Source: an optimization exercise on an open RTL-to-GDS flow (aim: small area). Production flows keep margins and buffers that such runs may drop.
At most, simulation tests tie the RTL to the original design; equivalence was not proved.
Function not checked in runs 1 to 4: the RTL went through the layout flow alone.
Power and IR drop assume default switching activity.

===== config.mk =====
export PLATFORM = sky130hd
export DESIGN_NAME = processor
export DESIGN_NICKNAME = processor
export VERILOG_FILES = /design/flow/design.v
export SDC_FILE = /design/flow/constraint.sdc
export NUM_CORES = 4
export LEC_CHECK = 0
export CAP_MARGIN = 20
export CORE_MARGIN = 2
export CORE_UTILIZATION = 40
export CTS_BUF_LIST = sky130_fd_sc_hd__clkbuf_8
export SLEW_MARGIN = 20

===== constraint.sdc =====
create_clock -name core_clock -period 9.0 [get_ports {clock}]
set_input_delay 1.8000 -clock core_clock [delete_from_list [all_inputs] [get_ports {clock}]]
set_output_delay 1.8000 -clock core_clock [all_outputs]
set_load 0.01 [all_outputs]

===== design.v =====
`timescale 1ns/1ps
module processor #(
    parameter logic [31:0] RESET_PC = '0
) (
    input  logic        clock,
    input  logic        rst_n,
    output logic [31:0] address_imem,
    input  logic [31:0] q_imem,
    output logic [31:0] address_dmem,
    output logic [31:0] data,
    output logic        wren,
    input  logic [31:0] q_dmem,
    output logic        ctrl_write_enable,
    output logic [4:0]  ctrl_write_reg,
    output logic [4:0]  ctrl_read_reg_a,
    output logic [4:0]  ctrl_read_reg_b,
    output logic [31:0] data_write_reg,
    input  logic [31:0] data_read_reg_a,
    input  logic [31:0] data_read_reg_b
);
    logic [4:0]  cnt;
    logic [31:0] pc;
    logic [31:0] r;
    logic [3:0]  prev;
    logic        carry;
    logic        pcarry;
    logic        neq;
    logic        m_add;
    logic        m_jmp;
    logic        m_jal;
    logic        pending;
    logic       in_p;
    logic       in_init;
    logic       in_prime;
    logic       first_a;
    logic       last_a;
    logic       first_p;
    logic       last_p;
    logic [2:0] c;
    assign c        = cnt[2:0];
    assign in_p     = cnt[4];
    assign in_init  = cnt[4] & cnt[3];
    assign in_prime = ~cnt[4] & ~cnt[3];              
    assign first_a  = (cnt == 5'd8);
    assign last_a   = (cnt == 5'd15);
    assign first_p  = (cnt == 5'd16);
    assign last_p   = cnt[4] & (c == 3'd7);
    logic [31:0] insn;
    logic [2:0]  o;
    logic        is_lw, is_r, is_j, is_bne, is_jal, is_jr, is_addi, is_blt, is_sw;
    logic [2:0]  aop;
    logic        is_sh, is_sra, is_sll;
    logic        use_imm;
    logic        binv;
    logic        cin0;
    logic [4:0]  rd;
    assign insn    = q_imem;
    assign o       = insn[29:27];
    assign is_lw   = insn[30];
    assign is_r    = ~insn[30] & (o == 3'd0);
    assign is_j    = (o == 3'd1);
    assign is_bne  = (o == 3'd2);
    assign is_jal  = (o == 3'd3);
    assign is_jr   = (o == 3'd4);
    assign is_addi = (o == 3'd5);
    assign is_blt  = (o == 3'd6);
    assign is_sw   = (o == 3'd7);
    assign aop     = insn[4:2];
    assign is_sh   = is_r & aop[2];
    assign is_sra  = is_sh & aop[0];
    assign is_sll  = is_sh & ~aop[0];
    assign use_imm = is_addi | is_sw | is_lw;
    assign cin0    = is_r & (aop[1:0] == 2'd1);        
    assign binv    = cin0 | is_blt;                      
    assign rd      = insn[26:22];
    assign ctrl_read_reg_a = insn[21:17];
    assign ctrl_read_reg_b = (o == 3'd0) ? insn[16:12] : insn[26:22];
    logic [2:0]  sh_q;
    logic [1:0]  sh_r;
    logic [2:0]  qx;
    logic        g_cin;
    logic [4:0]  c_eff;
    logic [4:0]  g_add;
    logic [5:0]  gk;
    logic [4:0]  gi;
    logic [3:0]  a_grp;
    logic [3:0]  cur;
    logic [1:0]  u;
    logic [7:0]  w;
    logic [3:0]  a_bits;
    assign sh_q  = insn[11:9] & {3{is_sh}};
    assign sh_r  = insn[8:7];
    assign qx    = sh_q ^ {3{is_sll}};
    assign g_cin = is_sll | (is_sra & (sh_r != 2'd0));
    assign c_eff = {{2{~cnt[3]}}, cnt[2:0]};
    assign g_add = {{2{is_sll}}, qx};
    always_comb begin
        gk[0] = g_cin;
        for (int i = 0; i < 5; i++) begin
            gi[i]     = c_eff[i] ^ g_add[i] ^ gk[i];
            gk[i + 1] = (c_eff[i] & g_add[i]) | (gk[i] & (c_eff[i] ^ g_add[i]));
        end
    end
    always_comb begin
        case (gi[2:0])
            3'd0: a_grp = data_read_reg_a[3:0];
            3'd1: a_grp = data_read_reg_a[7:4];
            3'd2: a_grp = data_read_reg_a[11:8];
            3'd3: a_grp = data_read_reg_a[15:12];
            3'd4: a_grp = data_read_reg_a[19:16];
            3'd5: a_grp = data_read_reg_a[23:20];
            3'd6: a_grp = data_read_reg_a[27:24];
            default: a_grp = data_read_reg_a[31:28];
        endcase
    end
    always_comb begin
        if (gi[4]) begin
            cur = 4'd0;
        end else if (gi[3]) begin
            cur = {4{data_read_reg_a[31]}};
        end else begin
            cur = a_grp;
        end
    end
    always_comb begin
        if (is_sll) begin
            u = sh_r;
        end else if (is_sra) begin
            u = {sh_r[1] ^ sh_r[0], sh_r[0]};
        end else begin
            u = 2'd0;
        end
    end
    assign w = {cur, prev};
    always_comb begin
        case (u)
            2'd0: a_bits = w[7:4];
            2'd1: a_bits = w[6:3];
            2'd2: a_bits = w[5:2];
            default: a_bits = w[4:1];
        endcase
    end
    logic        sx;
    logic        tg;
    logic [3:0]  immt_grp;
    logic [3:0]  b_grp;
    logic [3:0]  b_bits;
    logic [3:0]  bx;
    logic [4:0]  k;
    logic [3:0]  sum;
    logic        co;
    logic        ne_now;
    logic        lt_now;
    logic        taken;
    assign sx = insn[16];
    assign tg = is_j | is_jal;
    always_comb begin
        case (c)
            3'd0: immt_grp = insn[3:0];
            3'd1: immt_grp = insn[7:4];
            3'd2: immt_grp = insn[11:8];
            3'd3: immt_grp = insn[15:12];
            3'd4: immt_grp = tg ? insn[19:16] : {{3{sx}}, insn[16]};
            3'd5: immt_grp = tg ? insn[23:20] : {4{sx}};
            3'd6: immt_grp = tg ? {1'b0, insn[26:24]} : {4{sx}};
            default: immt_grp = tg ? 4'd0 : {4{sx}};
        endcase
    end
    always_comb begin
        case (c)
            3'd0: b_grp = data_read_reg_b[3:0];
            3'd1: b_grp = data_read_reg_b[7:4];
            3'd2: b_grp = data_read_reg_b[11:8];
            3'd3: b_grp = data_read_reg_b[15:12];
            3'd4: b_grp = data_read_reg_b[19:16];
            3'd5: b_grp = data_read_reg_b[23:20];
            3'd6: b_grp = data_read_reg_b[27:24];
            default: b_grp = data_read_reg_b[31:28];
        endcase
    end
    assign b_bits = use_imm ? immt_grp : b_grp;
    assign bx     = b_bits ^ {4{binv}};
    always_comb begin
        k[0] = first_a ? cin0 : carry;
        for (int i = 0; i < 4; i++) begin
            sum[i]   = a_bits[i] ^ bx[i] ^ k[i];
            k[i + 1] = (a_bits[i] & bx[i]) | (k[i] & (a_bits[i] ^ bx[i]));
        end
    end
    assign co     = k[4];
    assign ne_now = |(a_bits ^ b_bits);
    assign lt_now = a_bits[3] ^ b_bits[3] ^ co;         
    assign taken  = (is_bne & (neq | ne_now)) | (is_blt & lt_now);
    logic [3:0] py;
    logic [4:0] pk;
    logic [3:0] psum;
    logic [3:0] pc_in;
    logic [3:0] r_in;
    assign py = r[3:0] & {4{m_add}};
    always_comb begin
        pk[0] = first_p | pcarry;
        for (int i = 0; i < 4; i++) begin
            psum[i]   = pc[i] ^ py[i] ^ pk[i];
            pk[i + 1] = (pc[i] & py[i]) | (pk[i] & (pc[i] ^ py[i]));
        end
    end
    always_comb begin
        if (in_init) begin
            case (c)
                3'd0: pc_in = RESET_PC[3:0];
                3'd1: pc_in = RESET_PC[7:4];
                3'd2: pc_in = RESET_PC[11:8];
                3'd3: pc_in = RESET_PC[15:12];
                3'd4: pc_in = RESET_PC[19:16];
                3'd5: pc_in = RESET_PC[23:20];
                3'd6: pc_in = RESET_PC[27:24];
                default: pc_in = RESET_PC[31:28];
            endcase
        end else if (m_jmp) begin
            pc_in = r[3:0];
        end else begin
            pc_in = psum;
        end
    end
    always_comb begin
        if (in_p) begin
            r_in = psum;                             
        end else if (is_jr) begin
            r_in = b_grp;
        end else if (is_j | is_jal | is_bne | is_blt) begin
            r_in = immt_grp;
        end else if (is_sh) begin
            r_in = a_bits;
        end else if (is_r & aop[1]) begin
            r_in = aop[0] ? (a_bits | b_bits) : (a_bits & b_bits);
        end else begin
            r_in = sum;
        end
    end
    always_ff @(posedge clock or negedge rst_n) begin
        if (!rst_n) begin
            cnt <= 5'd24;
        end else if (last_p) begin
            cnt <= (m_jal & ~in_init) ? 5'd6 : 5'd7;
        end else begin
            cnt <= cnt + 5'd1;
        end
    end
    always_ff @(posedge clock) begin
        r       <= {r_in, r[31:4]};
        prev    <= cur;
        carry   <= co;
        pcarry  <= pk[4];
        neq     <= (~first_a & neq) | ne_now;
        pending <= last_p & ~in_init & m_jal;
        if (last_a) begin
            m_add <= taken;
            m_jmp <= is_j | is_jal | is_jr;
            m_jal <= is_jal;
        end
        if (in_p) begin
            pc <= {pc_in, pc[31:4]};
        end
    end
    assign address_imem      = pc;
    assign address_dmem      = r;
    assign data              = data_read_reg_b;
    assign wren              = first_p & is_sw;
    assign ctrl_write_enable = (first_p & (is_r | is_addi | is_lw) & (rd != 5'd0)) |
                               (in_prime & pending);
    assign ctrl_write_reg    = rd | {5{pending}};
    assign data_write_reg    = (is_lw & ~pending) ? q_dmem : r;
endmodule

===== flow/run.sh =====
#!/bin/bash
# The standard layout, with every port buffered by the smallest buffer
# (buf_1) instead of the cell buffer_ports picks by default.
set -euo pipefail
export BUFFER_PORTS_ARGS="-buffer_cell sky130_fd_sc_hd__buf_1"
bash standard.sh > standard.log 2>&1

===== standard.sh =====
#!/bin/bash
# synth_recipe.tcl (not shown) runs the flow's synth.tcl, then flattens the netlist and writes it again
# the make line also repeats each setting of config.mk as NAME=value (left out here)
make -C /OpenROAD-flow-scripts/flow DESIGN_CONFIG=/design/flow/config.mk WORK_HOME=/design/flow/orfs CLKGATE_MAP_FILE= SYNTH_SCRIPT=/design/flow/synth_recipe.tcl "${@:-finish}"

==> results.py, run 1 <==
metrics = {
    "status": {
        "status": "finished clean",
    },
    "cts": {
        "clkSinkCount": 79,
        "clk_latency_ns": 0.34,
        "h-tree-depth": 3,
        "cts_setup_buffers": 0,
        "cts-root-buf": "clkbuf_8",
        "cts_tree": "yes",
        "cts.repair.resized": 0,
        "cts_buffer_depth": 2,
        "path_clk_slew_ns": 0.08,
        "hold_buffers": 0,
        "cts_buffers": 9,
    },
    "logic_synthesis": {
        "synth_area_per_cell_um2": 9.85,
        "ys_warn_count": 1,
        "synth_top_cell_area_share_pct": 20.2,
        "synth_edf_count": 35,
        "ys_ff_latch": 79,
        "syn_inst": 529,
        "synthFlopType": "dfxtp_1",
        "synth_top_area_cell": "edfxtp_1",
        "synthTopCellsByArea": "edfxtp_1 20%, dfxtp_1 15%, mux2_2 8.4%",
        "syn_nets": 687,
        "yosysUniqueCellTypes": 62,
        "ys_seq_area_share_pct": 37.6,
        "netlist_area_um2": 5210,
        "async_reset_ff_share_pct": 6.33,
    },
    "timing": {
        "worstMarginPinSlew_ns": 1.02,
        "setup_viol": 0,
        "fin_crit_ns": 7.48,
        "slew_headroom_pct": 32.3,
        "finalCritPeriodShare_pct": 83.1,
        "tns_ns": 0,
        "max_clock_freq_mhz": 134,
        "grt_setup_unrepaired": "false",
        "finalHoldViolations": 0,
        "fin_ws_ns": 1.52,
        "report.final.slew_viol_count": 0,
        "finClkSkew_ns": 0.0109,
    },
    "placed_design": {
        "pre_cts_slack_ns": 1.19,
        "portBuffers": 273,
        "dp.cells": 908,
        "hpwl_um": 12300,
        "routabilityCongestion": 0.928,
    },
    "routing": {
        "first_pass_iters": 6,
        "wl_per_cell_um": 16.5,
        "drt_iter0_markers": 407,
        "routed_via_density": 5.24,
        "ant_nets": 0,
        "via_count": 4843,
        "drc_errors": 0,
        "finalWirelength_um": 15300,
    },
    "final_layout": {
        "fin_cells": 924,
        "n_fill_cell": 1284,
        "area_growth_pct": 20.4,
        "drive_gt1_share_pct": 9.97,
        "diodes": 0,
        "layout.nets": 905,
    },
    "die": {
        "coreArea_um2": 12700,
        "io_pins": 275,
        "core.rowCount": 41,
        "initial_core_util_pct": 41.1,
        "dieArea_um2": 14000,
        "die_x_um": 118,
        "die_h_um": 118,
    },
    "setup_path": {
        "cp_common_cell": "fa_1",
        "arrival_ns": 7.70,
        "cpLargestDelayFamily": "adder cells",
        "cp-start-kind": "primary input",
        "worst-path-buf-inv": 4,
        "crit_fanout": 17,
        "endpoint_kind": "register",
        "worstPathCellList": "buf_1 -> nor2b_1 -> nand2_1 -> a21oi_1 -> fa_1 -> inv_1 -> fa_1 -> fa_1 -> mux2i_1 -> nor3_1 -> o32ai_1 -> or2_1 -> a21oi_1 -> o21a_1 -> fa_1 -> inv_1 -> fa_1 -> fa_1 -> inv_1 -> fa_1 -> mux2i_1 -> o221ai_1 -> nand2_1 -> o21ai_1",
        "worstSetupPathType": "in -> reg",
        "cp_slowest_cell": "fa_1",
        "max_stage_delay_ns": 0.93,
        "cp.required_ns": 9.22,
    },
    "pwr": {
        "powerDensity_nw_per_um2": 219,
        "peakVddDrop_v": 0.0000914,
        "power_leakage_nw": 2.36,
        "power_w": 0.00137,
    },
    "global_routing": {
        "grt_use_total_pct": 21.5,
        "grt_max_degree": 50,
        "grt_pass1_vias": 4614,
        "grt_pass1_wl_um": 24200,
        "antenna_found_initial": 0,
        "overflow": 0,
    },
    "worst_hold_path": {
        "hold_class": "reg -> reg",
    },
    "run": {
        "maxCapViolCount": 0,
    },
}
==> layout make-up <==
class / instances / area (µm²) / area share [%]
Clock buffer: 9 / 124 / 1.97
Clock inverter: 7 / 97.6 / 1.56
Inverter: 25 / 93.8 / 1.50
Multi-Input combinational cell: 356 / 2740 / 43.6
Sequential cell: 79 / 1960 / 31.2
Tap cell: 172 / 215 / 3.43
Timing Repair Buffer: 276 / 1050 / 16.7
==> registers in the layout, indices dropped and copies added (netlist names) <==
register and cells:
prev 3, cnt 5, pc 32, m_add 1, neq 1, m_jal 1, pending 1, r 32
m_jmp 1, carry 1, pcarry 1
==> synthesized netlist by cell type, types with 7 or more instances <==
| master | number |
|---|---|
| nand2_1 | 48 |
| dfxtp_1 | 39 |
| mux2_2 | 39 |
| buf_4 | 37 |
| edfxtp_1 | 35 |
| nor2_1 | 29 |
| mux2i_1 | 26 |
| inv_1 | 24 |
| a21oi_1 | 23 |
| clkbuf_1 | 18 |
| ha_1 | 17 |
| o21ai_0 | 16 |
| a222oi_1 | 12 |
| nor3_1 | 12 |
| fa_1 | 11 |
| a211oi_1 | 9 |
| nand2b_1 | 8 |
| or2_2 | 7 |
| xnor2_1 | 7 |
==> final timing paths <==
kind | endpoint | cells after the start | slack (ns) | from
max in group asynchronous | cnt[3]$_DFF_PN1_ | 1 | 7.44 | rst_n
min reg2reg | r[5]$_DFF_P_ | 0 | 0.37 | r[9]$_DFF_P_
min | r[5]$_DFF_P_ | 0 | 0.37 | r[9]$_DFF_P_
max reg2reg | r[31]$_DFF_P_ | 20 | 3.48 | cnt[0]$_DFF_PN0_
min in group asynchronous | cnt[1]$_DFF_PN0_ | 1 | 1.28 | rst_n
max | r[31]$_DFF_P_ | 24 | 1.52 | q_imem[30]
==> placed cells by master (no fill, tap or decap), types with 8 or more instances in the layout <==
cell type  count
inv_1         25
nand2_1       48
a222oi_1      12
fa_1          11
nor2_1        29
ha_1          17
mux2_2        39
nor3_1        12
buf_1        273
mux2i_1       26
clkbuf_8       9
a21oi_1       23
dfxtp_1       39
edfxtp_1      35
o21ai_0       16
nand2b_1       8
a211oi_1       9
==> kinds of logic after synthesis <==
logic type	share of synthesized area (%)
AOI/OAI and AO/OA	14.3
xor gates and xnor gates	2.02
adders and majority gates	8.31
buffers and inverters	9.87
DFF	37.6
muxes	13.4
and+or+nand+nor	14.5
==> metal layers <==
layer / up-vias / share of wire [%] / global-route usage, % / wire length, µm
li1: 2308 / - / - / -
met1: 2368 / 44 / 29.5 / 6780
met2: 149 / 50 / 35.3 / 7560
met3: 18 / 5.1 / 3.92 / 774
met4: 0 / 0.94 / 4.44 / 144
met5: - / 0 / 0 / 0
==> per-stage QoR <==
stage	hold WS, ns	utilization (%)	instance area [µm²]
6_report	0.366	49.5	6270
5_1_grt	0.367	49.5	6270
4_1_cts	0.366	49.5	6270
3_5_place_dp	0.360	47.8	6050
3_3_place_gp	0.354	47.8	6050
2_1_floorplan	0.390	-	5210
==> power by group <==
group / switching, W / internal, W / total (W)
Clock: 0.000127 / 0.000158 / 0.000284
Sequential: 0.0000748 / 0.000454 / 0.000529
Combinational: 0.000330 / 0.000230 / 0.000560
Total: 0.000531 / 0.000842 / 0.00137
==> run 2, diff against run 1 <==
==> flow/run.sh (replaced) <==
#!/bin/bash
set -euo pipefail
export BUFFER_PORTS_ARGS="-buffer_cell sky130_fd_sc_hd__buf_1"
export CTS_ARGS="-sink_clustering_enable -repair_clock_nets -dont_use_dummy_load -buf_list sky130_fd_sc_hd__clkbuf_8"
bash standard.sh > standard.log 2>&1
--- a/config.mk
+++ b/config.mk
@@ -8,5 +8,4 @@
 export CAP_MARGIN = 20
 export CORE_MARGIN = 2
 export CORE_UTILIZATION = 40
-export CTS_BUF_LIST = sky130_fd_sc_hd__clkbuf_8
 export SLEW_MARGIN = 20
==> results.py, run 2 <==
metrics = {
    "cts": {
        "hold_buffers": 0,
        "clk_latency_ns": 0.34,
        "clkSinkCount": 79,
        "path_clk_slew_ns": 0.07,
        "cts.repair.resized": 0,
        "cts_buffers": 9,
        "cts_buffer_depth": 2,
        "h-tree-depth": 3,
        "cts-root-buf": "clkbuf_8",
        "cts_tree": "yes",
        "cts_setup_buffers": 0,
    },
    "global_routing": {
        "grt_pass1_vias": 4615,
        "grt_max_degree": 50,
        "grt_pass1_wl_um": 24100,
        "antenna_found_initial": 0,
        "overflow": 0,
        "grt_use_total_pct": 21.4,
    },
    "routing": {
        "via_count": 4787,
        "drt_iter0_markers": 367,
        "finalWirelength_um": 15200,
        "first_pass_iters": 5,
        "routed_via_density": 5.22,
        "wl_per_cell_um": 16.5,
        "ant_nets": 0,
        "drc_errors": 0,
    },
    "setup_path": {
        "endpoint_kind": "register",
        "cp_slowest_cell": "fa_1",
        "cp.required_ns": 9.20,
        "worstPathCellList": "buf_1 -> nor2b_1 -> nand2_1 -> a21oi_1 -> fa_1 -> inv_1 -> fa_1 -> fa_1 -> nand2_1 -> o221ai_1 -> o32ai_1 -> or2_1 -> a21oi_1 -> o21a_1 -> fa_1 -> inv_1 -> fa_1 -> fa_1 -> inv_1 -> fa_1 -> mux2i_1 -> o221ai_1 -> nand2_1 -> o21ai_1",
        "worstSetupPathType": "in -> reg",
        "crit_fanout": 17,
        "max_stage_delay_ns": 0.94,
        "cpLargestDelayFamily": "adder cells",
        "startpoint": "q_imem[30]",
        "cp-start-kind": "primary input",
        "worst-path-buf-inv": 4,
        "arrival_ns": 7.72,
        "r2r_start": "cnt[0]$_DFF_PN0_",
        "cp_common_cell": "fa_1",
    },
    "logic_synthesis": {
        "netlist_area_um2": 5210,
        "yosysUniqueCellTypes": 62,
        "synth_top_cell_area_share_pct": 20.2,
        "synthTopCellsByArea": "edfxtp_1 20%, dfxtp_1 15%, mux2_2 8.4%",
        "synthFlopType": "dfxtp_1",
        "synth_area_per_cell_um2": 9.85,
        "syn_nets": 687,
        "synth_common_cells": "48 x nand2_1, 39 x dfxtp_1, 39 x mux2_2",
        "yosysMostFrequentCell": "nand2_1",
        "ys_seq_area_share_pct": 37.6,
        "synth_edf_count": 35,
        "ys_warn_count": 1,
        "synth_top_area_cell": "edfxtp_1",
        "ys_ff_latch": 79,
        "syn_inst": 529,
        "async_reset_ff_share_pct": 6.33,
    },
    "timing": {
        "slew_headroom_pct": 31.9,
        "fin_ws_ns": 1.48,
        "finalHoldViolations": 0,
        "worstMarginPinSlew_ns": 1.02,
        "tns_ns": 0,
        "setup_viol": 0,
        "finClkSkew_ns": 0.0345,
        "max_clock_freq_mhz": 133,
        "fin_crit_ns": 7.52,
        "grt_setup_unrepaired": "false",
        "report.final.slew_viol_count": 0,
        "finalCritPeriodShare_pct": 83.5,
    },
    "final_layout": {
        "layout.nets": 905,
        "area_growth_pct": 18.5,
        "multi_input_area_um2": 2740,
        "layout_commonest_cell": "buf_1",
        "design_area_um2": 6170,
        "top_regs": "pc x32, r x32, cnt x5",
        "drive_gt1_share_pct": 9.26,
        "diodes": 0,
        "n_fill_cell": 1297,
        "final_cell_mix": "273 x buf_1, 48 x nand2_1, 39 x mux2_2, 39 x dfxtp_1, 35 x edfxtp_1",
        "seqCellArea_um2": 1960,
    },
    "placed_design": {
        "post_dp_cell_area_um2": 6050,
        "portBuffers": 273,
        "routabilityCongestion": 0.928,
        "hpwl_um": 12300,
        "pre_cts_slack_ns": 1.19,
    },
    "status": {
        "status": "finished clean",
    },
    "die": {
        "dieArea_um2": 14000,
        "io_pins": 275,
        "coreArea_um2": 12700,
        "initial_core_util_pct": 41.1,
        "core.rowCount": 41,
        "die_h_um": 118,
        "die_x_um": 118,
    },
    "pwr": {
        "power_leakage_nw": 2.31,
        "power_w": 0.00128,
        "peakVddDrop_v": 0.0000629,
        "powerDensity_nw_per_um2": 208,
    },
    "worst_hold_path": {
        "hold_class": "reg -> reg",
        "min_from": "r[9]$_DFF_P_",
    },
    "run": {
        "maxCapViolCount": 0,
    },
}
## run 2: cell counts after synthesis
Identical to the previous run, type by type.
## run 2: where the power goes
group / switching (W) / internal [W]
Clock: 0.000104 / 0.0000892
Combinational: 0.000330 / 0.000230
Sequential: 0.0000738 / 0.000455
## run 2: routing by layer
metal	vias to the layer above	global-route usage (%)	routed length [µm]
met3	21	3.97	793
met2	152	35.2	7440
li1	2298	-	-
met1	2316	29.3	6740
met4	0	4.44	180
met5	-	0	0
## run 2: final timing paths
check	to	depth (start not counted)	slack (ns)
hold reg to reg	r[5]$_DFF_P_	0	0.36
min in group asynchronous	cnt[1]$_DFF_PN0_	1	1.28
max in group asynchronous	cnt[3]$_DFF_PN1_	1	7.43
setup reg to reg	r[31]$_DFF_P_	20	3.47
setup / recovery	r[31]$_DFF_P_	24	1.48
hold / removal	r[5]$_DFF_P_	0	0.36
## run 2: area by class of cell
cell class	instances	area share, %
Inverter	25	1.52
Sequential cell	79	31.7
Timing Repair Buffer	276	17.0
Clock buffer	9	2.01
Tap cell	172	3.49
Multi-Input combinational cell	356	44.3
## run 2: metrics by stage
stage | utilization, % | std cells | hold slack (ns)
after floorplan | - | 529 | 0.390
after global placement | 47.8 | 908 | 0.354
after detailed placement | 47.8 | 908 | 0.360
after CTS | 48.7 | 917 | 0.358
after global routing | 48.7 | 917 | 0.362
final | 48.7 | 917 | 0.358
## run 2: kinds of logic after synthesis
family	Yosys count	share of synthesized area (%)
flip-flops	79	37.6
AO/OA/AOI/OAI	103	14.3
multiplexers	65	13.4
XOR/XNOR	12	2.02
buffers and inverters	94	9.87
AND/OR/NAND/NOR	148	14.5
adder cells (fa/ha/maj)	28	8.31
==> run 3, diff against run 2 <==
--- a/config.mk
+++ b/config.mk
@@ -5,6 +5,7 @@
 export SDC_FILE = /design/flow/constraint.sdc
 export NUM_CORES = 4
 export LEC_CHECK = 0
+export ABC_AREA = 1
 export CAP_MARGIN = 20
 export CORE_MARGIN = 2
 export CORE_UTILIZATION = 40
==> results.py, run 3 <==
metrics = {
    "final_layout": {
        "multi_input_area_um2": 2540,
        "drive_gt1_share_pct": 9.26,
        "layout.nets": 1024,
        "diodes": 0,
        "layout_commonest_cell": "buf_1",
        "n_fill_cell": 1322,
        "final_cell_mix": "273 x buf_1, 123 x nand2_1, 85 x inv_1",
        "top_regs": "pc x32, r x32, cnt x5",
        "area_growth_pct": 20.3,
        "seqCellArea_um2": 1960,
        "fin_cells": 1036,
    },
    "routing": {
        "first_pass_iters": 4,
        "via_count": 4979,
        "drt_iter0_markers": 341,
        "routed_via_density": 4.81,
        "drc_errors": 0,
        "wl_per_cell_um": 14.3,
        "finalWirelength_um": 14900,
        "ant_nets": 0,
    },
    "global_routing": {
        "grt_use_total_pct": 21.5,
        "grt_pass1_vias": 4745,
        "overflow": 0,
        "antenna_found_initial": 0,
        "grt_pass1_wl_um": 23900,
        "grt_max_degree": 44,
    },
    "timing": {
        "setup_viol": 0,
        "slew_headroom_pct": 59.1,
        "finClkSkew_ns": 0.0273,
        "report.final.slew_viol_count": 0,
        "fin_ws_ns": 1.80,
        "tns_ns": 0,
        "finalHoldViolations": 0,
        "max_clock_freq_mhz": 139,
        "worstMarginPinSlew_ns": 0.611,
        "fin_crit_ns": 7.20,
        "finalCritPeriodShare_pct": 80.0,
        "grt_setup_unrepaired": "false",
    },
    "logic_synthesis": {
        "syn_inst": 629,
        "synth_area_per_cell_um2": 8.23,
        "ys_warn_count": 1,
        "synth_top_cell_area_share_pct": 20.3,
        "yosysUniqueCellTypes": 45,
        "netlist_area_um2": 5170,
        "async_reset_ff_share_pct": 6.33,
        "yosysMostFrequentCell": "nand2_1",
        "synthTopCellsByArea": "edfxtp_1 20%, dfxtp_1 15%, nand2_1 8.9%",
        "syn_nets": 787,
        "synth_edf_count": 35,
        "ys_seq_area_share_pct": 37.9,
        "synthFlopType": "dfxtp_1",
        "synth_top_area_cell": "edfxtp_1",
        "synth_common_cells": "123 x nand2_1, 85 x inv_1, 52 x nor2_1",
        "ys_ff_latch": 79,
    },
    "pwr": {
        "powerDensity_nw_per_um2": 207,
        "power_leakage_nw": 2.66,
        "peakVddDrop_v": 0.000118,
    },
    "status": {
        "status": "finished clean",
    },
    "cts": {
        "cts-root-buf": "clkbuf_8",
        "cts.repair.resized": 0,
        "cts_setup_buffers": 0,
        "cts_tree": "yes",
        "clkSinkCount": 79,
        "cts_buffer_depth": 2,
        "path_clk_slew_ns": 0.06,
        "cts_buffers": 9,
        "h-tree-depth": 3,
        "clk_latency_ns": 0.35,
        "hold_buffers": 0,
    },
    "die": {
        "dieArea_um2": 13900,
        "initial_core_util_pct": 41.0,
        "io_pins": 275,
        "core.rowCount": 41,
        "coreArea_um2": 12600,
        "die_h_um": 118,
        "die_x_um": 118,
    },
    "setup_path": {
        "endpoint_kind": "register",
        "cp-start-kind": "primary input",
        "rrSetupSlack_ns": 3.50,
        "crit_fanout": 12,
        "arrival_ns": 7.42,
        "cp_slowest_cell": "fa_1",
        "worstSetupPathType": "in -> reg",
        "cp.required_ns": 9.22,
        "cp_common_cell": "nand2_1",
        "max_stage_delay_ns": 0.79,
    },
    "placed_design": {
        "pre_cts_slack_ns": 1.47,
        "portBuffers": 273,
        "dp.cells": 1027,
        "routabilityCongestion": 0.923,
        "hpwl_um": 12300,
    },
    "run": {
        "maxCapViolCount": 0,
    },
    "worst_hold_path": {
        "hold_class": "reg -> reg",
    },
}
==> run 3: metal layers <==
layer	GRT usage (%)	routed length, µm	part of all wire, %
met5	0	0	0
met4	5.87	247	1.7
met3	4.80	880	5.9
met2	33.7	6800	46
met1	29.9	6930	47
==> run 3: layout make-up <==
cell class | count | share of cell area [%]
clock buffer | 9 | 1.99
sequential | 79 | 31.5
tap | 172 | 3.46
timing repair buffer | 275 | 16.7
multi-input combinational | 410 | 40.9
inverter | 91 | 5.49
==> run 3: critical path, delay by kind of cell <==
| kind | cells | cell delay [ns] |
|---|---|---|
| compound gates | 2 | 0.32 |
| fa+ha+maj | 7 | 2.87 |
| buf+inv | 6 | 0.67 |
| simple gates | 16 | 1.75 |
==> run 3: power breakdown <==
group | switching [W] | total, W | leakage (nW) | internal, W
Sequential | 0.0000509 | 0.000505 | 0.717 | 0.000454
Clock | 0.000104 | 0.000193 | 0.0647 | 0.0000892
Combinational | 0.000376 | 0.000591 | 1.88 | 0.000215
==> run 3: logic make-up after synthesis <==
group,count (synthesis),synth area share [%]
XOR/XNOR,7,1.19
multiplexers,33,7.18
buffers and inverters,140,13.0
adder cells (fa/ha/maj),28,8.37
flip-flops,79,37.9
AND/OR/NAND/NOR,259,22.7
AO/OA/AOI/OAI,83,9.67
==> run 3: stage by stage <==
stage | hold slack [ns] | total power [W] | utilization, % | cell area [µm²]
2_1_floorplan | 0.390 | 0.000915 | - | 5170
3_3_place_gp | 0.354 | 0.00110 | 48.3 | 6100
3_5_place_dp | 0.354 | 0.00110 | 48.3 | 6100
4_1_cts | 0.361 | 0.00130 | 49.3 | 6220
5_1_grt | 0.364 | 0.00141 | 49.3 | 6220
6_report | 0.357 | 0.00129 | 49.3 | 6220
==> run 3: worst paths after layout <==
kind,cells past startpoint,to,startpoint
min,0,r[19]$_DFF_P_,r[23]$_DFF_P_
min in group asynchronous,1,cnt[1]$_DFF_PN0_,rst_n
max in group asynchronous,1,cnt[4]$_DFF_PN1_,rst_n
min reg2reg,0,r[19]$_DFF_P_,r[23]$_DFF_P_
max,31,r[31]$_DFF_P_,q_imem[27]
max reg2reg,27,r[31]$_DFF_P_,cnt[0]$_DFF_PN0_
==> run 4, diff against run 3 <==
==> flow/run.sh (replaced) <==
#!/bin/bash
# The standard layout (standard.sh) with three changes:
#  - synthesis maps with an area-oriented ABC script (abc_area.script here,
#    used with ABC_AREA 1 from config.mk) instead of ORFS's own;
#  - every port is buffered by the smallest buffer (buf_1);
#  - clock tree synthesis uses clkbuf_8 and adds no dummy loads.
# Each tool's output is in orfs/logs; make's own output is in standard.log.
set -euo pipefail
here=$(pwd)
rm -rf "$here/scripts_custom"
cp -r "$FLOW_HOME/scripts" "$here/scripts_custom"
cp "$here/flow/abc_area.script" "$here/scripts_custom/abc_area.script"
export BUFFER_PORTS_ARGS="-buffer_cell sky130_fd_sc_hd__buf_1"
export CTS_ARGS="-sink_clustering_enable -repair_clock_nets -dont_use_dummy_load -buf_list sky130_fd_sc_hd__clkbuf_8"
bash standard.sh SCRIPTS_DIR="$here/scripts_custom" finish > standard.log 2>&1
==> flow/abc_area.script (new file) <==
strash
&get -n
&deepsyn -T 30
&put
dch
amap
topo
==> results.py, run 4 <==
metrics = {
    "pwr": {
        "power_w": 0.00123,
        "p_int_w": 0.000741,
        "power_leakage_nw": 1.91,
        "power_frac_clock_pct": 15.7,
        "pwr-share-comb_pct": 42.3,
        "powerDensity_nw_per_um2": 221,
        "peakVddDrop_v": 0.000125,
        "swShare_pct": 39.8,
        "seqPwrFrac_pct": 42.0,
        "p_switching_w": 0.000489,
    },
    "placed_design": {
        "dp.cells": 839,
        "pre_cts_slack_ns": 0.831,
        "portBuffers": 273,
        "hpwl_um": 12400,
        "routabilityCongestion": 0.973,
    },
    "final_layout": {
        "multi_input_area_um2": 1990,
        "diodes": 0,
        "n_fill_cell": 1082,
        "drive_gt1_share_pct": 2.26,
        "fin_cells": 848,
        "final_cell_mix": "273 x buf_1, 68 x clkinv_1, 43 x nor2_1",
        "seqCellArea_um2": 1960,
        "area_growth_pct": 24.1,
        "layout_commonest_cell": "buf_1",
        "layout.nets": 868,
        "final_util_pct": 51.1,
        "top_regs": "pc x32, r x32, cnt x5",
    },
    "routing": {
        "routed_via_density": 5.40,
        "wl_per_cell_um": 17.6,
        "drt_iter0_markers": 372,
        "drc_errors": 0,
        "finalWirelength_um": 14900,
        "first_pass_iters": 6,
        "ant_nets": 0,
        "via_count": 4582,
    },
    "global_routing": {
        "grt_max_degree": 38,
        "overflow": 0,
        "grt_pass1_vias": 4145,
        "antenna_found_initial": 0,
        "grt_pass1_wl_um": 21400,
        "grt_use_total_pct": 23.5,
    },
    "setup_path": {
        "crit_fanout": 8,
        "reg2reg_to": "r[31]$_DFF_P_",
        "cp_slowest_cell": "fa_1",
        "worstSetupPathType": "in -> reg",
        "cp-start-kind": "primary input",
        "cp_common_cell": "clkinv_1",
        "startpoint": "q_imem[28]",
        "cp.required_ns": 9.18,
        "arrival_ns": 8.04,
        "endpoint_kind": "register",
        "rrSetupSlack_ns": 3.33,
        "r2r_cells": 18,
        "r2r_start": "cnt[0]$_DFF_PN0_",
        "max_stage_delay_ns": 0.58,
        "endpoint": "r[31]$_DFF_P_",
    },
    "timing": {
        "max_clock_freq_mhz": 127,
        "grt_setup_unrepaired": "false",
        "fin_crit_ns": 7.86,
        "setup_viol": 0,
        "worstMarginPinSlew_ns": 1.15,
        "finalCritPeriodShare_pct": 87.3,
        "report.final.slew_viol_count": 0,
        "finalHoldViolations": 0,
        "finClkSkew_ns": 0.0316,
        "fin_ws_ns": 1.14,
        "slew_headroom_pct": 21.5,
        "tns_ns": 0,
    },
    "logic_synthesis": {
        "ys_seq_area_share_pct": 43.7,
        "synth_common_cells": "68 x clkinv_1, 44 x nor2_1, 39 x dfxtp_1",
        "netlist_area_um2": 4480,
        "ys_ff_latch": 79,
        "async_reset_ff_share_pct": 6.33,
        "synth_top_area_cell": "edfxtp_1",
        "syn_nets": 617,
        "synth_edf_count": 35,
        "synth_area_per_cell_um2": 9.76,
        "synthFlopType": "dfxtp_1",
        "yosysMostFrequentCell": "clkinv_1",
        "yosysUniqueCellTypes": 42,
        "ys_warn_count": 1,
        "synth_top_cell_area_share_pct": 23.5,
        "synthTopCellsByArea": "edfxtp_1 23%, dfxtp_1 17%, o22a_1 6.6%",
        "syn_inst": 459,
    },
    "cts": {
        "clkSinkCount": 79,
        "cts_buffers": 9,
        "cts_buffer_depth": 2,
        "cts_setup_buffers": 0,
        "cts.repair.resized": 0,
        "hold_buffers": 0,
        "cts-root-buf": "clkbuf_8",
        "cts_tree": "yes",
        "path_clk_slew_ns": 0.09,
        "h-tree-depth": 3,
        "clk_latency_ns": 0.34,
    },
    "die": {
        "coreArea_um2": 10900,
        "io_pins": 275,
        "dieArea_um2": 12100,
        "initial_core_util_pct": 41.2,
        "die_x_um": 110,
        "die_h_um": 110,
        "core.rowCount": 38,
    },
    "status": {
        "status": "finished clean",
    },
    "worst_hold_path": {
        "hold_class": "reg -> reg",
    },
    "run": {
        "maxCapViolCount": 0,
    },
}
==> run 4: cell count changes after synthesis, sizes merged, moves of 14 or more <==
| cell | before | now |
|---|---|---|
| nand2 | 131 | 21 |
| o22ai | 2 | 23 |
| nand4 | 16 | 2 |
| o22a | 0 | 34 |
| nor2 | 64 | 44 |
| mux2 | 33 | 0 |
| nand3 | 36 | 2 |
| o21ai | 44 | 16 |
| clkinv | 0 | 68 |
| inv | 91 | 0 |
==> run 4: layer usage <==
metal  GRT usage [%]  up-vias  routed length [µm]
met1            34.6     2214                6810
met5               0        -                   0
li1                -     2169                   -
met2            35.8      195                7120
met4            5.70        0                  67
met3            3.73        4                 908
==> run 4: kinds of logic (layout without fill, tap and decap cells) <==
| family | count (synthesis) | in the layout | synth area share (%) |
|---|---|---|---|
| compound gates | 145 | 145 | 24.3 |
| buf+inv | 105 | 354 | 11.9 |
| simple gates | 102 | 102 | 10.4 |
| flops | 79 | 79 | 43.7 |
| fa+ha+maj | 28 | 28 | 9.66 |
==> run 4: critical path, delay by kind of cell <==
kind / cells / cell delay, ns
and+or+nand+nor: 5 / 0.89
buffers and inverters: 9 / 1.06
AOI/OAI and AO/OA: 10 / 1.85
adders and majority gates: 6 / 2.44
==> run 4: stage by stage <==
stage	hold slack, ns	cell area (µm²)
final	0.358	5560
after global routing	0.358	5560
after CTS	0.358	5560
after detailed placement	0.361	5440
after global placement	0.363	5440
after floorplan	0.393	4480
==> run 4: worst min-delay path by stage <==
stage	start	endpoint	slack, ns	cells past startpoint
6_report	r[6]$_DFF_P_	r[2]$_DFF_P_	0.36	0
3_5_place_dp	r[27]$_DFF_P_	r[23]$_DFF_P_	0.36	0
3_3_place_gp	r[6]$_DFF_P_	r[2]$_DFF_P_	0.36	0
5_1_grt	r[21]$_DFF_P_	r[17]$_DFF_P_	0.36	0
4_1_cts	r[21]$_DFF_P_	r[17]$_DFF_P_	0.36	0
2_1_floorplan	r[4]$_DFF_P_	r[0]$_DFF_P_	0.39	0
==> run 4: area by class of cell <==
type                       count  share of cell area, %
timing repair buffer         277                   19.0
inverter                      68                   4.59
clock buffer                   9                   2.23
sequential                    79                   35.2
multi-input combinational    275                   35.8
tap                          140                   3.15
==> run 4: power groups by stage <==
stage | logic, W | clock network, W | registers (W)
3_5_place_dp | 0.000516 | 0 | 0.000524
6_report | 0.000520 | 0.000194 | 0.000517
3_3_place_gp | 0.000514 | 0 | 0.000523
4_1_cts | 0.000520 | 0.000206 | 0.000518
5_1_grt | 0.000587 | 0.000220 | 0.000527
2_1_floorplan | 0.000324 | 0 | 0.000527
==> run 5, diff against run 4 <==
--- a/design.v
+++ b/design.v
@@ -23,8 +23,8 @@
     logic [31:0] r;
     logic [3:0]  prev;
     logic        carry;
-    logic        pcarry;
     logic        neq;
+    logic [1:0]  mode;
     logic        m_add;
     logic        m_jmp;
     logic        m_jal;
@@ -45,6 +45,10 @@
     assign last_a   = (cnt == 5'd15);
     assign first_p  = (cnt == 5'd16);
     assign last_p   = cnt[4] & (c == 3'd7);
+    assign pending  = (cnt == 5'd6);                  
+    assign m_add = neq;
+    assign m_jmp = mode[1];
+    assign m_jal = mode[0];
     logic [31:0] insn;
     logic [2:0]  o;
     logic        is_lw, is_r, is_j, is_bne, is_jal, is_jr, is_addi, is_blt, is_sw;
@@ -198,7 +202,7 @@
     logic [3:0] r_in;
     assign py = r[3:0] & {4{m_add}};
     always_comb begin
-        pk[0] = first_p | pcarry;
+        pk[0] = first_p | carry;
         for (int i = 0; i < 4; i++) begin
             psum[i]   = pc[i] ^ py[i] ^ pk[i];
             pk[i + 1] = (pc[i] & py[i]) | (pk[i] & (pc[i] ^ py[i]));
@@ -249,14 +253,12 @@
     always_ff @(posedge clock) begin
         r       <= {r_in, r[31:4]};
         prev    <= cur;
-        carry   <= co;
-        pcarry  <= pk[4];
-        neq     <= (~first_a & neq) | ne_now;
-        pending <= last_p & ~in_init & m_jal;
+        carry   <= in_p ? pk[4] : co;
         if (last_a) begin
-            m_add <= taken;
-            m_jmp <= is_j | is_jal | is_jr;
-            m_jal <= is_jal;
+            neq  <= taken;
+            mode <= {is_j | is_jal | is_jr, is_jal};
+        end else if (!in_p) begin
+            neq  <= (~first_a & neq) | ne_now;
         end
         if (in_p) begin
             pc <= {pc_in, pc[31:4]};
==> results.py, run 5 <==
metrics = {
    "timing": {
        "finalCritPeriodShare_pct": 88.9,
        "max_clock_freq_mhz": 125,
        "report.final.slew_viol_count": 0,
        "grt_setup_unrepaired": "false",
        "finalHoldViolations": 0,
        "setup_viol": 0,
        "finClkSkew_ns": 0.0247,
        "worstMarginPinSlew_ns": 0.919,
        "tns_ns": 0,
        "slew_headroom_pct": 38.1,
        "fin_crit_ns": 8.00,
    },
    "logic_synthesis": {
        "synthTopCellsByArea": "edfxtp_1 24%, dfxtp_1 16%, clkinv_1 6.4%",
        "synth_top_family_by_area": "compound AO/OA/AOI/OAI gates",
        "synth_area_per_cell_um2": 9.56,
        "synthFlopType": "dfxtp_1",
        "netlist_area_um2": 4460,
        "synth_common_cells": "76 x clkinv_1, 37 x buf_4, 36 x dfxtp_1",
        "synthXorXnorAreaFrac_pct": 0,
        "async_reset_ff_share_pct": 6.58,
        "syn_inst": 467,
        "ys_seq_area_share_pct": 42.6,
        "yosys.area_share.simple_pct": 10.4,
        "synth.mux.area_fraction_pct": 0,
        "synth_top_area_cell": "edfxtp_1",
        "synth_fa_ha_area_share_pct": 9.70,
        "ys_warn_count": 1,
        "yosysMostFrequentCell": "clkinv_1",
        "synth_edf_count": 35,
        "ys_ff_latch": 76,
        "synth_compound_area_share_pct": 24.7,
        "syn_nets": 625,
        "yosysUniqueCellTypes": 41,
        "synth_top_cell_area_share_pct": 23.5,
    },
    "cts": {
        "cts.repair.resized": 0,
        "cts_setup_buffers": 0,
        "cts_tree": "yes",
        "path_clk_slew_ns": 0.06,
        "cts-root-buf": "clkbuf_8",
        "hold_buffers": 0,
        "clkSinkCount": 76,
        "cts_buffers": 9,
        "clk_latency_ns": 0.35,
        "h-tree-depth": 3,
        "cts_buffer_depth": 2,
    },
    "run": {
        "maxCapViolCount": 0,
    },
    "setup_path": {
        "arrival_ns": 8.26,
        "max_stage_delay_ns": 0.61,
        "endpoint_kind": "register",
        "cp.required_ns": 9.26,
        "worstSetupPathType": "in -> reg",
        "cp-start-kind": "primary input",
        "cp_slowest_cell": "fa_1",
        "crit_fanout": 7,
    },
    "routing": {
        "first_pass_iters": 5,
        "ant_nets": 0,
        "wl_per_cell_um": 18.5,
        "via_count": 4700,
        "finalWirelength_um": 15800,
        "drt_iter0_markers": 246,
        "routed_via_density": 5.50,
        "drc_errors": 0,
    },
    "final_layout": {
        "layout_commonest_cell": "buf_1",
        "layout.nets": 875,
        "area_growth_pct": 24.0,
        "final_cell_mix": "273 x buf_1, 76 x clkinv_1, 36 x dfxtp_1",
        "drive_gt1_share_pct": 2.10,
        "diodes": 0,
        "final_util_pct": 51.1,
        "top_regs": "pc x32, r x32, cnt x5",
        "fin_cells": 855,
    },
    "global_routing": {
        "overflow": 0,
        "grt_max_degree": 42,
        "antenna_found_initial": 0,
        "grt_use_total_pct": 25.7,
        "grt_pass1_wl_um": 23100,
        "grt_pass1_vias": 4409,
    },
    "placed_design": {
        "routabilityCongestion": 0.982,
        "portBuffers": 273,
        "hpwl_um": 13000,
        "dp.cells": 846,
    },
    "die": {
        "core.rowCount": 38,
        "io_pins": 275,
        "die_h_um": 110,
        "coreArea_um2": 10800,
        "dieArea_um2": 12000,
        "initial_core_util_pct": 41.2,
        "die_x_um": 110,
    },
    "worst_hold_path": {
        "hold_class": "reg -> reg",
    },
    "pwr": {
        "peakVddDrop_v": 0.0000927,
        "powerDensity_nw_per_um2": 228,
        "power_leakage_nw": 1.94,
    },
    "status": {
        "status": "finished clean",
    },
}
## run 5: cell count changes after synthesis, sizes merged, moves of 4 or more
cell    change
a22o       +31
a21oi       -5
a31oi       +4
o22a       -32
nor2       -10
nor4        -4
nand2      +10
a32o        -4
clkinv      +8
## run 5: critical path, delay by kind of cell
kind / cells / cell delay [ns]
AO/OA/AOI/OAI: 9 / 1.81
adder cells (fa/ha/maj): 7 / 2.48
buffers and inverters: 9 / 1.07
AND/OR/NAND/NOR: 6 / 1.09
## run 5: logic make-up after synthesis
logic type	Yosys count
buffers and inverters	113
DFF	76
AOI/OAI and AO/OA	147
and+or+nand+nor	103
adders and majority gates	28
## run 5: path summary, 6_finish.rpt
path                                   from          endpoint  slack, ns  cells after the start
min reg2reg                   r[24]$_DFF_P_     r[20]$_DFF_P_       0.36                      0
min                           r[24]$_DFF_P_     r[20]$_DFF_P_       0.36                      0
min in group asynchronous             rst_n  cnt[2]$_DFF_PN0_       1.29                      1
max reg2reg                cnt[0]$_DFF_PN0_     r[31]$_DFF_P_       3.57                     22
max in group asynchronous             rst_n  cnt[3]$_DFF_PN1_       7.42                      1
max                              q_imem[28]     r[31]$_DFF_P_        1.0                     31
## run 5: per-layer routing
layer  vias up  share of wire, %  GRT usage, %
met2       261                53          48.7
li1       2199                 -             -
met5         -                 0             0
met3        32               6.8          4.39
met4         0               2.7          10.1
met1      2208                37          28.3
## run 5: power by group
part	internal (W)	leakage, nW	switching, W	total (W)
Combinational	0.000206	1.18	0.000346	0.000552
Sequential	0.000448	0.692	0.0000678	0.000516
Clock	0.0000892	0.0647	0.000107	0.000196
Total	0.000743	1.94	0.000521	0.00126
## run 5: final cells by class
cell class / instances / area (µm²)
fillers: 1070 / 5310
well taps: 140 / 175
inverters: 76 / 285
repair buffers: 276 / 1050
flip-flops and latches: 76 / 1900
multi-input cells: 278 / 2000
clock buffers: 9 / 124
## run 5: through the flow
step | hold WS [ns] | instance area [µm²] | worst slack, ns | power, W
floorplan | 0.393 | 4460 | 1.40 | 0.000860
global placement | 0.354 | 5410 | 0.881 | 0.00106
detailed placement | 0.358 | 5410 | 0.642 | 0.00107
CTS | 0.364 | 5530 | 0.982 | 0.00127
global route | 0.368 | 5530 | 0.247 | 0.00136
finish | 0.359 | 5530 | 0.995 | 0.00126
==> run 6, diff against run 5 <==
--- a/flow/run.sh
+++ b/flow/run.sh
@@ -11,5 +11,5 @@
 cp -r "$FLOW_HOME/scripts" "$here/scripts_custom"
 cp "$here/flow/abc_area.script" "$here/scripts_custom/abc_area.script"
 export BUFFER_PORTS_ARGS="-buffer_cell sky130_fd_sc_hd__buf_1"
-export CTS_ARGS="-sink_clustering_enable -repair_clock_nets -dont_use_dummy_load -buf_list sky130_fd_sc_hd__clkbuf_8"
+export CTS_ARGS="-sink_clustering_enable -repair_clock_nets -dont_use_dummy_load -buf_list {sky130_fd_sc_hd__clkbuf_4 sky130_fd_sc_hd__clkbuf_8}"
 bash standard.sh SCRIPTS_DIR="$here/scripts_custom" finish > standard.log 2>&1
==> results.py, run 6 <==
metrics = {
    "pwr": {
        "peakVddDrop_v": 0.0000927,
        "powerDensity_nw_per_um2": 228,
        "power_leakage_nw": 1.94,
    },
    "routing": {
        "first_pass_iters": 5,
        "wl_met2_um": 8400,
        "routed_via_density": 5.50,
        "wl_met3_um": 1080,
        "ant_nets": 0,
        "via_count": 4700,
        "drc_errors": 0,
        "drt_iter0_markers": 246,
        "drt-met1-wl_um": 5920,
        "wl_per_cell_um": 18.5,
        "top_layer": "met4",
        "finalWirelength_um": 15800,
    },
    "cts": {
        "clk_latency_ns": 0.35,
        "cts-root-buf": "clkbuf_8",
        "cts.repair.resized": 0,
        "cts_setup_buffers": 0,
        "hold_buffers": 0,
        "h-tree-depth": 3,
        "clkSinkCount": 76,
        "cts_buffers": 9,
        "path_clk_slew_ns": 0.06,
        "cts_buffer_depth": 2,
        "cts_tree": "yes",
    },
    "worst_hold_path": {
        "hold_depth": 0,
        "hold_class": "reg -> reg",
        "min_to": "r[20]$_DFF_P_",
        "min_from": "r[24]$_DFF_P_",
    },
    "logic_synthesis": {
        "yosysUniqueCellTypes": 41,
        "synth_top_cell_area_share_pct": 23.5,
        "synthTopCellsByArea": "edfxtp_1 24%, dfxtp_1 16%, clkinv_1 6.4%",
        "syn_nets": 625,
        "synth_top_area_cell": "edfxtp_1",
        "synth_area_per_cell_um2": 9.56,
        "async_reset_ff_share_pct": 6.58,
        "ys_ff_latch": 76,
        "synth_common_cells": "76 x clkinv_1, 37 x buf_4, 36 x dfxtp_1",
        "syn_inst": 467,
        "netlist_area_um2": 4460,
        "synthFlopType": "dfxtp_1",
        "yosysMostFrequentCell": "clkinv_1",
        "ys_warn_count": 1,
        "ys_seq_area_share_pct": 42.6,
        "synth_edf_count": 35,
    },
    "placed_design": {
        "portBuffers": 273,
        "routabilityCongestion": 0.982,
        "pre_cts_slack_ns": 0.642,
        "hpwl_um": 13000,
        "post_dp_cell_area_um2": 5410,
    },
    "timing": {
        "worstMarginPinSlew_ns": 0.919,
        "setup_viol": 0,
        "holdWs_ns": 0.359,
        "grt_setup_unrepaired": "false",
        "slew_headroom_pct": 38.1,
        "max_clock_freq_mhz": 125,
        "finalHoldViolations": 0,
        "fin_ws_ns": 0.995,
        "fin_crit_ns": 8.00,
        "finClkSkew_ns": 0.0247,
        "tns_ns": 0,
        "finalCritPeriodShare_pct": 88.9,
        "report.final.slew_viol_count": 0,
    },
    "setup_path": {
        "crit_fanout": 7,
        "endpoint_kind": "register",
        "reg2reg_to": "r[31]$_DFF_P_",
        "r2r_start": "cnt[0]$_DFF_PN0_",
        "cp_slowest_cell": "fa_1",
        "max_stage_delay_ns": 0.61,
        "cp.required_ns": 9.26,
        "worstSetupPathType": "in -> reg",
        "r2r_cells": 22,
        "cp-start-kind": "primary input",
        "rrSetupSlack_ns": 3.57,
        "arrival_ns": 8.26,
    },
    "final_layout": {
        "layout.nets": 875,
        "layout_commonest_cell": "buf_1",
        "drive_gt1_share_pct": 2.10,
        "seqCellArea_um2": 1900,
        "multi_input_area_um2": 2000,
        "area_growth_pct": 24.0,
        "n_fill_cell": 1070,
        "design_area_um2": 5530,
        "top_regs": "pc x32, r x32, cnt x5",
        "final_cell_mix": "273 x buf_1, 76 x clkinv_1, 36 x dfxtp_1",
        "diodes": 0,
    },
    "die": {
        "io_pins": 275,
        "die_h_um": 110,
        "core.rowCount": 38,
        "die_x_um": 110,
        "coreArea_um2": 10800,
        "dieArea_um2": 12000,
        "initial_core_util_pct": 41.2,
    },
    "run": {
        "maxCapViolCount": 0,
    },
    "global_routing": {
        "grt_max_degree": 42,
        "overflow": 0,
        "grt_pass1_vias": 4409,
        "grt_use_total_pct": 25.7,
        "grt_pass1_wl_um": 23100,
        "antenna_found_initial": 0,
    },
    "status": {
        "status": "finished clean",
    },
}
run 6: cell counts in the layout (fill, tap and decap cells not counted):
Identical to the previous run, type by type.
run 6: where the power goes:
group / internal, W / leakage, nW / switching [W]
clock: 0.0000892 / 0.0647 / 0.000107
combinational: 0.000206 / 1.18 / 0.000346
sequential: 0.000448 / 0.692 / 0.0000678
run 6: how the worst max path moves through the flow:
| stage | startpoint | depth (start not counted) | slack [ns] | end |
|---|---|---|---|---|
| after global placement | q_imem[28] | 31 | 0.88 | neq$_DFFE_PP_ |
| after floorplan | q_imem[27] | 29 | 1.40 | neq$_DFFE_PP_ |
| after CTS | q_imem[28] | 31 | 0.98 | r[31]$_DFF_P_ |
| after global routing | q_imem[28] | 31 | 0.25 | r[31]$_DFF_P_ |
| after detailed placement | q_imem[28] | 31 | 0.64 | r[31]$_DFF_P_ |
| final | q_imem[28] | 31 | 1.0 | r[31]$_DFF_P_ |
run 6: worst max-delay path: cells and delay by family:
| kind | cells | cell delay (ns) |
|---|---|---|
| buffers and inverters | 9 | 1.07 |
| adders and majority gates | 7 | 2.48 |
| and+or+nand+nor | 6 | 1.09 |
| AOI/OAI and AO/OA | 9 | 1.81 |
run 6: through the flow:
step	util [%]	power, W	std cells
2_1_floorplan	-	0.000860	467
3_3_place_gp	49.9	0.00106	846
3_5_place_dp	49.9	0.00107	846
4_1_cts	51.1	0.00127	855
5_1_grt	51.1	0.00136	855
6_report	51.1	0.00126	855
run 6: metal layers:
layer	vias up	global-route usage, %
li1	2199	-
met1	2208	28.3
met2	261	48.7
met3	32	4.39
met4	0	10.1
met5	-	0
run 6: area by class of cell:
class | count | area share (%)
Clock buffer | 9 | 2.24
Inverter | 76 | 5.15
Multi-Input combinational cell | 278 | 36.2
Sequential cell | 76 | 34.3
Tap cell | 140 | 3.17
Timing Repair Buffer | 276 | 18.9
run 6: logic make-up (layout without fill, tap and decap cells):
| group | after synthesis | count (layout) | share of synthesized area, % |
|---|---|---|---|
| compound gates | 147 | 147 | 24.7 |
| buf+inv | 113 | 361 | 12.6 |
| simple gates | 103 | 103 | 10.4 |
| flops | 76 | 76 | 42.6 |
| fa+ha+maj | 28 | 28 | 9.70 |
==> run 7, diff against run 6 <==
--- a/design.v
+++ b/design.v
@@ -55,6 +55,7 @@
     logic [2:0]  aop;
     logic        is_sh, is_sra, is_sll;
     logic        use_imm;
+    logic        zero_a;
     logic        binv;
     logic        cin0;
     logic [4:0]  rd;
@@ -73,8 +74,9 @@
     assign is_sh   = is_r & aop[2];
     assign is_sra  = is_sh & aop[0];
     assign is_sll  = is_sh & ~aop[0];
-    assign use_imm = is_addi | is_sw | is_lw;
-    assign cin0    = is_r & (aop[1:0] == 2'd1);        
+    assign zero_a  = is_j | is_jal | is_jr;             
+    assign use_imm = is_addi | is_sw | is_lw | is_j | is_jal;
+    assign cin0    = (is_r & (aop == 3'd1)) | is_bne;    
     assign binv    = cin0 | is_blt;                      
     assign rd      = insn[26:22];
     assign ctrl_read_reg_a = insn[21:17];
@@ -118,7 +120,7 @@
         endcase
     end
     always_comb begin
-        if (gi[4]) begin
+        if (gi[4] | zero_a) begin
             cur = 4'd0;
         end else if (gi[3]) begin
             cur = {4{data_read_reg_a[31]}};
@@ -182,7 +184,7 @@
             default: b_grp = data_read_reg_b[31:28];
         endcase
     end
-    assign b_bits = use_imm ? immt_grp : b_grp;
+    assign b_bits = is_sh ? 4'd0 : use_imm ? immt_grp : b_grp;    
     assign bx     = b_bits ^ {4{binv}};
     always_comb begin
         k[0] = first_a ? cin0 : carry;
@@ -192,7 +194,7 @@
         end
     end
     assign co     = k[4];
-    assign ne_now = |(a_bits ^ b_bits);
+    assign ne_now = |sum;                               
     assign lt_now = a_bits[3] ^ b_bits[3] ^ co;         
     assign taken  = (is_bne & (neq | ne_now)) | (is_blt & lt_now);
     logic [3:0] py;
@@ -229,12 +231,8 @@
     always_comb begin
         if (in_p) begin
             r_in = psum;                             
-        end else if (is_jr) begin
-            r_in = b_grp;
-        end else if (is_j | is_jal | is_bne | is_blt) begin
+        end else if (is_bne | is_blt) begin
             r_in = immt_grp;
-        end else if (is_sh) begin
-            r_in = a_bits;
         end else if (is_r & aop[1]) begin
             r_in = aop[0] ? (a_bits | b_bits) : (a_bits & b_bits);
         end else begin
--- a/flow/run.sh
+++ b/flow/run.sh
@@ -11,5 +11,5 @@
 cp -r "$FLOW_HOME/scripts" "$here/scripts_custom"
 cp "$here/flow/abc_area.script" "$here/scripts_custom/abc_area.script"
 export BUFFER_PORTS_ARGS="-buffer_cell sky130_fd_sc_hd__buf_1"
-export CTS_ARGS="-sink_clustering_enable -repair_clock_nets -dont_use_dummy_load -buf_list {sky130_fd_sc_hd__clkbuf_4 sky130_fd_sc_hd__clkbuf_8}"
+export CTS_ARGS="-sink_clustering_enable -repair_clock_nets -dont_use_dummy_load -buf_list sky130_fd_sc_hd__clkbuf_8"
 bash standard.sh SCRIPTS_DIR="$here/scripts_custom" finish > standard.log 2>&1
==> results.py, run 7 <==
metrics = {
    "status": {
        "status": "finished clean",
    },
    "timing": {
        "grt_setup_unrepaired": "false",
        "finClkSkew_ns": 0.0269,
        "setup_viol": 0,
        "report.final.slew_viol_count": 0,
        "finalCritPeriodShare_pct": 89.5,
        "max_clock_freq_mhz": 124,
        "holdWs_ns": 0.356,
        "finalHoldViolations": 0,
        "tns_ns": 0,
        "slew_headroom_pct": 32.7,
        "worstMarginPinSlew_ns": 1.00,
        "fin_crit_ns": 8.05,
    },
    "cts": {
        "clkSinkCount": 76,
        "path_clk_slew_ns": 0.08,
        "cts_tree": "yes",
        "h-tree-depth": 3,
        "cts.repair.resized": 0,
        "hold_buffers": 0,
        "cts_buffers": 9,
        "cts-root-buf": "clkbuf_8",
        "clk_latency_ns": 0.34,
        "cts_buffer_depth": 2,
        "cts_setup_buffers": 0,
    },
    "setup_path": {
        "r2r_cells": 18,
        "worstPathCellList": "buf_1 -> nor3_1 -> nand3_1 -> nor2_1 -> nand2_1 -> o31ai_1 -> fa_1 -> clkinv_1 -> fa_1 -> fa_1 -> clkinv_1 -> ha_1 -> a2111oi_0 -> o21a_1 -> o22ai_1 -> a21oi_1 -> clkinv_1 -> fa_1 -> fa_1 -> fa_1 -> clkinv_1 -> fa_1 -> nand4b_1 -> o32a_1",
        "arrival_ns": 8.14,
        "cp-start-kind": "primary input",
        "worst-path-buf-inv": 5,
        "cp.required_ns": 9.09,
        "cp_common_cell": "fa_1",
        "r2r_start": "cnt[0]$_DFF_PN0_",
        "max_stage_delay_ns": 0.69,
        "crit_cells": 24,
        "rrSetupSlack_ns": 3.13,
        "startpoint": "q_imem[29]",
        "crit_fanout": 6,
        "cpLargestDelayFamily": "adder cells",
        "endpoint_kind": "register",
        "endpoint": "neq$_DFFE_PP_",
        "cp_slowest_cell": "a2111oi_0",
        "reg2reg_to": "neq$_DFFE_PP_",
        "worstSetupPathType": "in -> reg",
    },
    "logic_synthesis": {
        "yosysMostFrequentCell": "clkinv_1",
        "ys_ff_latch": 76,
        "synth_edf_count": 35,
        "async_reset_ff_share_pct": 6.58,
        "synth_top_cell_area_share_pct": 24.1,
        "synth_top_area_cell": "edfxtp_1",
        "ys_warn_count": 1,
        "syn_nets": 606,
        "synthTopCellsByArea": "edfxtp_1 24%, dfxtp_1 17%, o22a_1 6.6%",
        "synth_common_cells": "72 x clkinv_1, 37 x buf_4, 36 x dfxtp_1",
        "ys_seq_area_share_pct": 43.6,
        "netlist_area_um2": 4360,
        "synthFlopType": "dfxtp_1",
        "synth_area_per_cell_um2": 9.59,
        "syn_inst": 454,
        "yosysUniqueCellTypes": 44,
    },
    "routing": {
        "wl_per_cell_um": 17.5,
        "ant_nets": 0,
        "first_pass_iters": 5,
        "via_count": 4570,
        "drt_iter0_markers": 346,
        "drc_errors": 0,
        "routed_via_density": 5.43,
        "finalWirelength_um": 14800,
    },
    "global_routing": {
        "grt_max_degree": 41,
        "overflow": 0,
        "grt_pass1_vias": 4100,
        "grt_use_total_pct": 23.4,
        "antenna_found_initial": 0,
        "grt_pass1_wl_um": 20900,
    },
    "final_layout": {
        "layout.nets": 856,
        "multi_input_area_um2": 1910,
        "layout_commonest_cell": "buf_1",
        "drive_gt1_share_pct": 2.14,
        "top_regs": "pc x32, r x32, cnt x5",
        "diodes": 0,
        "n_fill_cell": 1099,
        "seqCellArea_um2": 1900,
        "area_growth_pct": 24.6,
        "final_cell_mix": "273 x buf_1, 72 x clkinv_1, 36 x dfxtp_1",
    },
    "run": {
        "maxCapViolCount": 0,
    },
    "pwr": {
        "p_int_w": 0.000763,
        "seqPwrFrac_pct": 42.0,
        "pwr-share-comb_pct": 42.9,
        "peakVddDrop_v": 0.000112,
        "power_frac_clock_pct": 15.1,
        "power_leakage_nw": 1.85,
        "powerDensity_nw_per_um2": 239,
        "p_switching_w": 0.000536,
        "swShare_pct": 41.3,
    },
    "die": {
        "initial_core_util_pct": 40.5,
        "die_x_um": 108,
        "dieArea_um2": 11700,
        "io_pins": 275,
        "die_h_um": 108,
        "coreArea_um2": 10700,
        "core.rowCount": 38,
    },
    "placed_design": {
        "routabilityCongestion": 0.868,
        "hpwl_um": 12000,
        "portBuffers": 273,
    },
    "worst_hold_path": {
        "hold_class": "reg -> reg",
        "min_from": "r[24]$_DFF_P_",
    },
}
[run 7: changes by cell type after synthesis, moves of 5 or more]
cell / delta
a22o_1: -31
o22a_1: +31
o22ai_1: -10
a21oi_1: +9
nand2_1: -7
ha_1: -6
o221ai_1: -6
a22oi_1: -5
o21ai_0: -5
o221a_1: -5
[run 7: routing by layer]
metal,routed length (µm),vias to the layer above,global-route usage [%],share of wire [%]
li1,-,2148,-,-
met1,6230,2180,30.8,42
met2,7000,222,38.6,47
met3,1330,20,5.91,9.0
met4,213,0,6.14,1.4
met5,0,-,0,0
[run 7: cell families after synthesis]
family	Yosys count	synth area share, %
AOI/OAI and AO/OA	142	24.3
adders and majority gates	22	8.22
buffers and inverters	109	12.6
DFF	76	43.6
and+or+nand+nor	105	11.3
[run 7: worst min-delay path by stage]
stage | slack, ns | endpoint | depth (start not counted)
final | 0.36 | r[20]$_DFF_P_ | 0
after global routing | 0.37 | r[9]$_DFF_P_ | 0
after CTS | 0.36 | r[20]$_DFF_P_ | 0
after detailed placement | 0.36 | r[6]$_DFF_P_ | 0
after global placement | 0.35 | r[21]$_DFF_P_ | 0
after floorplan | 0.39 | r[0]$_DFF_P_ | 0
[run 7: area by class of cell]
class	count	area share (%)
Clock buffer	9	2.28
Inverter	72	4.98
Multi-Input combinational cell	269	35.2
Sequential cell	76	35.0
Tap cell	140	3.23
Timing Repair Buffer	276	19.3
[run 7: per-stage QoR]
stage               power [W]  area, µm²  util [%]  worst slack, ns  std cells
finish                0.00130       5430      50.5            0.946        842
global route          0.00139       5430      50.5            0.362        842
CTS                   0.00131       5430      50.5            0.950        842
detailed placement    0.00111       5300      49.3            0.581        833
global placement      0.00110       5300      49.3            0.749        833
floorplan            0.000888       4360         -            0.903        454
[run 7: worst reg2reg max path, stage by stage, from the launching register on]
cell,delay (ns)
dfrtp_1,0.45
fa_1,0.21
clkinv_1,0.08
fa_1,0.42
fa_1,0.40
clkinv_1,0.06
ha_1,0.26
a2111oi_0,0.69
o21a_1,0.25
o22ai_1,0.09
a21oi_1,0.28
clkinv_1,0.13
fa_1,0.40
fa_1,0.46
fa_1,0.43
clkinv_1,0.07
fa_1,0.42
nand4b_1,0.19
o32a_1,0.34
[run 7: power groups by stage]
stage | clock [W] | sequential (W) | combinational (W)
after floorplan | 0 | 0.000562 | 0.000326
after global placement | 0 | 0.000548 | 0.000547
after detailed placement | 0 | 0.000554 | 0.000553
after CTS | 0.000205 | 0.000547 | 0.000556
after global routing | 0.000217 | 0.000556 | 0.000616
final | 0.000196 | 0.000546 | 0.000557

==> afterwards: timing with drivers on the ports <==
The flow's constraints put no driver on any port. The routed layouts listed below were extracted and timed again, unchanged, in two steps. Step 1, drivers: a clkbuf_16 drives clock and a buf_2 each remaining input, both assumed. Step 2, shift: input delay + t, output delay - t, t = (earliest + latest rising clock arrival at the registers) / 2. This alone moves slack from input paths to output paths. a / b / c = no drivers / after step 1 / after step 2; a / b = the first two.
| run | t, ns | slack for setup (ns) | hold slack, ns | worst setup path after step 2 | clock arrival spread, ns |
|---|---|---|---|---|---|
| run 1 | 0.374 | 1.517 / 1.513 / 1.139 | 0.366 / 0.366 / 0.366 | input to register | 0.012 / 0.012 |
| run 2 | 0.363 | 1.483 / 1.478 / 1.115 | 0.358 / 0.358 / 0.358 | input to register | 0.035 / 0.034 |
| run 3 | 0.369 | 1.797 / 1.800 / 1.431 | 0.357 / 0.357 / 0.357 | input to register | 0.028 / 0.028 |
| run 4 | 0.358 | 1.140 / 1.122 / 0.764 | 0.358 / 0.358 / 0.358 | input to register | 0.032 / 0.032 |
| run 5 | 0.371 | 0.995 / 0.994 / 0.622 | 0.359 / 0.359 / 0.359 | input to register | 0.025 / 0.025 |
| run 6 | 0.371 | 0.995 / 0.994 / 0.622 | 0.359 / 0.359 / 0.359 | input to register | 0.025 / 0.025 |
| run 7 | 0.367 | 0.946 / 0.936 / 0.569 | 0.356 / 0.356 / 0.356 | input to register | 0.028 / 0.028 |
After both steps every run listed still meets setup and hold. For run 1, which loses most, drivers alone change the setup slack by -0.004 ns; drivers and shift together by -0.378 ns.
